Source: an optimization exercise on an open RTL-to-GDS flow (aim: small area). Production flows keep margins and buffers that such runs may drop. Only simulation tests tie the RTL to the original design; equivalence was not proved. Power is estimated from default activity; no workload was simulated.

job 108:
## multicycle_datapath
module multicycle_datapath
#(
  parameter int                DATA_W   = 32,
  parameter int                ADDR_W   = 32,
  parameter logic [ADDR_W-1:0] RESET_PC = '0
) (
  input  logic              clk,
  input  logic              reset,
  output logic [ADDR_W-1:0] imem_addr,
  input  logic [31:0]       imem_rdata,
  output logic [ADDR_W-1:0] dmem_addr,
  output logic [DATA_W-1:0] dmem_wdata,
  output logic              dmem_rd,
  output logic              dmem_wr,
  input  logic [DATA_W-1:0] dmem_rdata,
  input  logic              dmem_ready,
  output logic [DATA_W-1:0] Dout,
  output logic [3:0]        flags,
  output logic              illegal
);
For scale: about 3500 cells after synthesis, roughly 1100 flip-flops, about 200 I/O pins, about 42000 um2 of cells after synthesis.
==> flow/config.mk <==
export PLATFORM = sky130hd
export DESIGN_NAME = multicycle_datapath
export DESIGN_NICKNAME = multicycle_datapath
export VERILOG_FILES = /design/flow/design.v
export SDC_FILE = /design/flow/constraint.sdc
export NUM_CORES = 4
export LEC_CHECK = 0
export CAP_MARGIN = 20
export CORE_MARGIN = 2
export CORE_UTILIZATION = 40
export CTS_BUF_LIST = sky130_fd_sc_hd__clkbuf_16
export CTS_CLUSTER_DIAMETER = 100
export CTS_CLUSTER_SIZE = 30
export PLACE_DENSITY = 0.9
export SLEW_MARGIN = 20
export SYNTH_HIERARCHICAL = 1
==> flow/constraint.sdc <==
create_clock -name core_clock -period 10.0 [get_ports {clk}]
set_input_delay 2.0000 -clock core_clock [delete_from_list [all_inputs] [get_ports {clk}]]
set_output_delay 2.0000 -clock core_clock [all_outputs]
set_load 0.01 [all_outputs]
standard.sh (not shown) runs the stock make flow with config.mk's settings and CLKGATE_MAP_FILE= SYNTH_SCRIPT=/design/flow/synth_recipe.tcl, a recipe that flattens the netlist after the stock synthesis.
==> flow/flow/run.sh <==
#!/bin/bash
# Own layout flow. It is the standard ORFS flow with four changes:
#  * the register-file read multiplexer (module mc_rf_read, which holds no
#    registers) is taken from flow/rf_read_gl.v, a hand-mapped gate-level
#    version of the same logic; the rest of the design goes through the
#    standard synthesis script (synth_recipe.tcl);
#  * ABC maps with a relaxed delay target (see below);
#  * the port buffers use the smallest buffer cell;
#  * the clock tree is built without dummy loads.
# The standard synthesis of the unmodified design is also run (in std/) and
# its registers (names and cell types) are compared with ours.
# Each tool's output goes to a log of its own in this folder (std_synth.log,
# make.log); ORFS's per-step logs stay under orfs/logs and std/logs.
set -euo pipefail
W=$(pwd)

# design with the gate-level read multiplexer
python3 - "$W" <<'PY'
import re, sys
w = sys.argv[1]
src = open(f"{w}/design.v").read()
gl = open(f"{w}/flow/rf_read_gl.v").read()
new, n = re.subn(r"^module mc_rf_read\b.*?^endmodule\b", lambda m: gl.strip(), src, flags=re.S | re.M)
assert n == 1, "mc_rf_read not found exactly once"
open(f"{w}/design_gl.v", "w").write(new)
cfg = open(f"{w}/config.mk").read()
cfg2 = re.sub(r"^export VERILOG_FILES = .*$", f"export VERILOG_FILES = {w}/design_gl.v", cfg, flags=re.M)
assert cfg2 != cfg
open(f"{w}/config_gl.mk", "w").write(cfg2)
PY

# reference: the standard synthesis
sed -e "s#WORK_HOME=[^ ]*#WORK_HOME=$W/std#" standard.sh > std.sh
bash std.sh synth > std_synth.log 2>&1

# the layout: the synthesis script is synth_recipe.tcl with one change, the
# ABC script (flow/abc_area_relaxed.script: one structural-choice pass and one
# mapping pass in which the mapper may trade delay for area, &nf -R 1000)
{ head -n 1 synth_recipe.tcl
  echo "proc abc {args} { set i [lsearch \$args -script]; if {\$i >= 0} { set args [lreplace \$args [expr {\$i+1}] [expr {\$i+1}] $W/flow/abc_area_relaxed.script] }; yosys abc {*}\$args }"
  tail -n +2 synth_recipe.tcl; } > own_synth.tcl
sed -e "s#DESIGN_CONFIG=[^ ]*#DESIGN_CONFIG=$W/config_gl.mk#" -e "s#SYNTH_SCRIPT=[^ ]*#SYNTH_SCRIPT=$W/own_synth.tcl#" standard.sh > own.sh
export BUFFER_PORTS_ARGS="-buffer_cell sky130_fd_sc_hd__buf_1"
export CTS_ARGS="-sink_clustering_enable -repair_clock_nets -sink_clustering_size 28 -sink_clustering_max_diameter 100 -buf_list sky130_fd_sc_hd__clkbuf_16 -dont_use_dummy_load"
bash own.sh synth > make.log 2>&1

# same registers as the standard synthesis?
python3 - "$W" <<'PY'
import re, sys
w = sys.argv[1]
def flops(p):
    v = open(p).read()
    return sorted((n, c) for c, n in re.findall(r"^\s*(sky130_fd_sc_hd__\w*df\w*)\s+(\S+)\s*\(", v, re.M))
a = flops(f"{w}/std/results/sky130hd/multicycle_datapath/base/1_2_yosys.v")
b = flops(f"{w}/orfs/results/sky130hd/multicycle_datapath/base/1_2_yosys.v")
print("registers:", len(a), len(b), "same" if a == b else "DIFFERENT")
assert a and a == b
PY

bash own.sh finish >> make.log 2>&1
==> flow/flow/abc_area_relaxed.script <==
&get -n
&st
&dch
&nf -R 1000
&put
Other scripts of this flow, unchanged in this note and not shown: flow/flow/rf_read_gl.v
Job 108 reached the end of the flow, and the finished layout is clean on the timing, DRC and antenna checks.
Setup changes, job 108 to job 8295
- PLACE_DENSITY: 0.9 -> unset
--- a/flow/flow/run.sh
+++ b/flow/flow/run.sh
@@ -1,3 +1,3 @@
 #!/bin/bash
-# Own layout flow. It is the standard ORFS flow with four changes:
+# Own layout flow. It is the standard ORFS flow with three changes:
 #  * the register-file read multiplexer (module mc_rf_read, which holds no
@@ -5,4 +5,3 @@
 #    version of the same logic; the rest of the design goes through the
-#    standard synthesis script (synth_recipe.tcl);
-#  * ABC maps with a relaxed delay target (see below);
+#    standard synthesis unchanged (synth_recipe.tcl);
 #  * the port buffers use the smallest buffer cell;
@@ -12,3 +11,3 @@
 # Each tool's output goes to a log of its own in this folder (std_synth.log,
-# make.log); ORFS's per-step logs stay under orfs/logs and std/logs.
+# make.log, def.log); ORFS's per-step logs stay under orfs/logs and std/logs.
 set -euo pipefail
@@ -35,9 +34,5 @@
 
-# the layout: the synthesis script is synth_recipe.tcl with one change, the
-# ABC script (flow/abc_area_relaxed.script: one structural-choice pass and one
-# mapping pass in which the mapper may trade delay for area, &nf -R 1000)
-{ head -n 1 synth_recipe.tcl
-  echo "proc abc {args} { set i [lsearch \$args -script]; if {\$i >= 0} { set args [lreplace \$args [expr {\$i+1}] [expr {\$i+1}] $W/flow/abc_area_relaxed.script] }; yosys abc {*}\$args }"
-  tail -n +2 synth_recipe.tcl; } > own_synth.tcl
-sed -e "s#DESIGN_CONFIG=[^ ]*#DESIGN_CONFIG=$W/config_gl.mk#" -e "s#SYNTH_SCRIPT=[^ ]*#SYNTH_SCRIPT=$W/own_synth.tcl#" standard.sh > own.sh
+# the layout
+sed -e "s#DESIGN_CONFIG=[^ ]*#DESIGN_CONFIG=$W/config_gl.mk#" standard.sh > own.sh
+export RECOVER_POWER=100
 export BUFFER_PORTS_ARGS="-buffer_cell sky130_fd_sc_hd__buf_1"
removed: flow/flow/abc_area_relaxed.script
Results
Run comparison: job 8295 topmost layer with routed signal wires met4; job 108 topmost layer with routed signal wires met5. Taking job 108 as the reference, in job 8295 routability-driven placement congestion ratio went down about 5.3%; final standard cell area without fillers went up 0.91%; power share of the combinational group went down 0.3 points; count of non-filler cells in the finished layout went up 173; post-place instance area went up 680 um2. Depth of the critical timing path with buffers and inverters included delta for job 8295 relative to job 108: 4 lower. The total via count in the routed design number comes out higher for job 108 vs job 8295. Measured against each other, job 8295 and job 108 differ in shortest period the worst path allows, the higher figure coming from job 108. In job 8295 the implementation ran to completion but is not tape-out ready, as the final checks report capacitance limit, slew limit. The transition time at the pin with the least slew margin reported for job 8295 is greater than that of job 108 by 2.32 ns. Job 8295 — area added between synthesis and finish 6.8 points lower, job 108 as reference. Where wire length after detailed routing is concerned, job 108 is better than job 8295.
The inputs of job 8871 differ from those of job 8295 as listed below.
--- a/flow/flow/run.sh
+++ b/flow/flow/run.sh
@@ -1,3 +1,3 @@
 #!/bin/bash
-# Own layout flow. It is the standard ORFS flow with three changes:
+# Own layout flow. It is the standard ORFS flow with four changes:
 #  * the register-file read multiplexer (module mc_rf_read, which holds no
@@ -5,3 +5,4 @@
 #    version of the same logic; the rest of the design goes through the
-#    standard synthesis unchanged (synth_recipe.tcl);
+#    standard synthesis script (synth_recipe.tcl);
+#  * ABC maps with a relaxed delay target (see below);
 #  * the port buffers use the smallest buffer cell;
@@ -11,3 +12,3 @@
 # Each tool's output goes to a log of its own in this folder (std_synth.log,
-# make.log, def.log); ORFS's per-step logs stay under orfs/logs and std/logs.
+# make.log); ORFS's per-step logs stay under orfs/logs and std/logs.
 set -euo pipefail
@@ -34,5 +35,9 @@
 
-# the layout
-sed -e "s#DESIGN_CONFIG=[^ ]*#DESIGN_CONFIG=$W/config_gl.mk#" standard.sh > own.sh
-export RECOVER_POWER=100
+# the layout: the synthesis script is synth_recipe.tcl with one change, the
+# ABC script (flow/abc_area_relaxed.script: ORFS's speed script with the
+# mapper allowed to trade delay for area, &nf -R 100)
+{ head -n 1 synth_recipe.tcl
+  echo "proc abc {args} { set i [lsearch \$args -script]; if {\$i >= 0} { set args [lreplace \$args [expr {\$i+1}] [expr {\$i+1}] $W/flow/abc_area_relaxed.script] }; yosys abc {*}\$args }"
+  tail -n +2 synth_recipe.tcl; } > own_synth.tcl
+sed -e "s#DESIGN_CONFIG=[^ ]*#DESIGN_CONFIG=$W/config_gl.mk#" -e "s#SYNTH_SCRIPT=[^ ]*#SYNTH_SCRIPT=$W/own_synth.tcl#" standard.sh > own.sh
 export BUFFER_PORTS_ARGS="-buffer_cell sky130_fd_sc_hd__buf_1"
==> flow/flow/abc_area_relaxed.script (new file) <==
&get -n
&st
&dch
&nf -R 100
&st
&syn2
&if -g -K 6
&synch2
&nf -R 100
&st
&syn2
&if -g -K 6
&synch2
&nf -R 100
&st
&syn2
&if -g -K 6
&synch2
&nf -R 100
&st
&syn2
&if -g -K 6
&synch2
&nf -R 100
&st
&syn2
&if -g -K 6
&synch2
&nf -R 100
&put
buffer -c
topo
stime -c
upsize -c
dnsize -c
==> comparison <==
Job 8871 finished end to end and its layout was clean on timing, DRC and antenna. In job 8871 the global-route usage turned out 0.30 points lower than in job 8295. Job 8871 vs job 8295 — routed length per placed instance dropped slightly. Summary — area fraction in compound gates after synthesis, job 8871 relative to job 8295: lower, by 0.30 points. Critical path depth delta for job 8871 relative to job 8295: about 28% higher. Measured against each other, job 8871 and job 8295 differ in wire length on met2, the lower figure coming from job 8871.
Input changes introduced in job 7181 (baseline for comparison: job 8871):
--- a/flow/flow/run.sh
+++ b/flow/flow/run.sh
@@ -36,4 +36,4 @@
 # the layout: the synthesis script is synth_recipe.tcl with one change, the
-# ABC script (flow/abc_area_relaxed.script: ORFS's speed script with the
-# mapper allowed to trade delay for area, &nf -R 100)
+# ABC script (flow/abc_area_relaxed.script: one structural-choice pass and one
+# mapping pass in which the mapper may trade delay for area, &nf -R 1000)
 { head -n 1 synth_recipe.tcl
@@ -43,3 +43,3 @@
 export BUFFER_PORTS_ARGS="-buffer_cell sky130_fd_sc_hd__buf_1"
-export CTS_ARGS="-sink_clustering_enable -repair_clock_nets -sink_clustering_size 28 -sink_clustering_max_diameter 100 -buf_list sky130_fd_sc_hd__clkbuf_16 -dont_use_dummy_load"
+export CTS_ARGS="-sink_clustering_enable -repair_clock_nets -sink_clustering_size 32 -sink_clustering_max_diameter 80 -buf_list sky130_fd_sc_hd__clkbuf_16 -dont_use_dummy_load"
 bash own.sh synth > make.log 2>&1
==> flow/flow/abc_area_relaxed.script <==
&get -n
&st
&dch
&nf -R 1000
&put
### Flow results
- Job 7181 ended with every stage complete and zero timing, DRC or antenna violations.
- Of job 7181 and job 8871, the run reporting the lower number of instances in the placed design was job 7181.
- Diff job 8871 -> job 7181: critical path's largest stage delay now sits lower; worst hold slack now sits at about the same level; residual antenna-violating net count after detailed routing now sits at about the same level; post-layout utilization of the core now sits higher.
- Job 8871 → job 7181: wire length increased 3.1%, sequential fraction of design power decreased 0.2 points, total power increased about 0.9%.
- Slack of the critical path in job 7181 vs job 8871: down 0.18 ns
Modified inputs, job 3906 compared to job 7181
--- a/flow/flow/run.sh
+++ b/flow/flow/run.sh
@@ -1,3 +1,3 @@
 #!/bin/bash
-# Own layout flow. It is the standard ORFS flow with four changes:
+# Own layout flow. It is the standard ORFS flow with three changes:
 #  * the register-file read multiplexer (module mc_rf_read, which holds no
@@ -5,4 +5,3 @@
 #    version of the same logic; the rest of the design goes through the
-#    standard synthesis script (synth_recipe.tcl);
-#  * ABC maps with a relaxed delay target (see below);
+#    standard synthesis unchanged (synth_recipe.tcl);
 #  * the port buffers use the smallest buffer cell;
@@ -12,3 +11,3 @@
 # Each tool's output goes to a log of its own in this folder (std_synth.log,
-# make.log); ORFS's per-step logs stay under orfs/logs and std/logs.
+# make.log, def.log); ORFS's per-step logs stay under orfs/logs and std/logs.
 set -euo pipefail
@@ -35,11 +34,6 @@
 
-# the layout: the synthesis script is synth_recipe.tcl with one change, the
-# ABC script (flow/abc_area_relaxed.script: one structural-choice pass and one
-# mapping pass in which the mapper may trade delay for area, &nf -R 1000)
-{ head -n 1 synth_recipe.tcl
-  echo "proc abc {args} { set i [lsearch \$args -script]; if {\$i >= 0} { set args [lreplace \$args [expr {\$i+1}] [expr {\$i+1}] $W/flow/abc_area_relaxed.script] }; yosys abc {*}\$args }"
-  tail -n +2 synth_recipe.tcl; } > own_synth.tcl
-sed -e "s#DESIGN_CONFIG=[^ ]*#DESIGN_CONFIG=$W/config_gl.mk#" -e "s#SYNTH_SCRIPT=[^ ]*#SYNTH_SCRIPT=$W/own_synth.tcl#" standard.sh > own.sh
+# the layout
+sed -e "s#DESIGN_CONFIG=[^ ]*#DESIGN_CONFIG=$W/config_gl.mk#" standard.sh > own.sh
 export BUFFER_PORTS_ARGS="-buffer_cell sky130_fd_sc_hd__buf_1"
-export CTS_ARGS="-sink_clustering_enable -repair_clock_nets -sink_clustering_size 32 -sink_clustering_max_diameter 80 -buf_list sky130_fd_sc_hd__clkbuf_16 -dont_use_dummy_load"
+export CTS_ARGS="-sink_clustering_enable -repair_clock_nets -sink_clustering_size 28 -sink_clustering_max_diameter 100 -buf_list sky130_fd_sc_hd__clkbuf_16 -dont_use_dummy_load"
 bash own.sh synth > make.log 2>&1
removed: flow/flow/abc_area_relaxed.script
==> run summary <==
Compared with job 7181, job 3906 shows power density over the cells that has gone down slightly.
Data arrival time of the worst path delta for job 3906 relative to job 7181: 0.05 ns higher
Job 3906 gives less depth of the most critical reg-to-reg path than job 7181 did.
Synthesized cell count ended up 440 higher on job 3906 than on job 7181.
Highest metal layer with signal wires: met4 -> job 3906, met5 -> job 7181
Job 3906 packs its core more loosely than job 7181.
Job 3906 vs job 7181 on number of buffers outside the clock class in the layout: job 3906 is the lower one.
Route | job 3906 vs job 7181 | wire shorter in job 3906
[job 3906 vs job 7181] routed length on met2: lower in job 3906

## what the ideal ports hide
No port has a modelled driver above. Below, the same layouts with a new extraction and two added sets of constraints.
Step 1 (the two cells are an assumption about what drives the block):
set clk [get_ports {clk}]
set_driving_cell -lib_cell sky130_fd_sc_hd__clkbuf_16 $clk
set_driving_cell -lib_cell sky130_fd_sc_hd__buf_2 [delete_from_list [all_inputs] $clk]
Step 2 adds t to the input delays and takes it off the output delays; t is the mean of the earliest and latest rising clock arrival at the registers after step 1. Input paths then give back, and output paths get back, about the clock's delay inside the block.
Three values: ideal ports, drivers, drivers and shift; two values: the first two.
run	shift t [ns]	setup slack, ns	latest minus earliest clock arrival (ns)	slew at the worst register clock pin (ns)	cell pins on the clock port's net
job 108	0.704	0.381 / 0.381 / 0.381	0.068 / 0.068	0.12 / 0.12	1
job 8295	0.722	0.449 / 0.449 / 0.449	0.059 / 0.059	0.11 / 0.11	1
job 8871	0.729	0.606 / 0.606 / 0.606	0.095 / 0.094	0.12 / 0.12	1
job 7181	0.706	0.423 / 0.423 / 0.423	0.071 / 0.071	0.12 / 0.12	1
job 3906	0.718	0.455 / 0.455 / 0.455	0.057 / 0.058	0.11 / 0.11	1
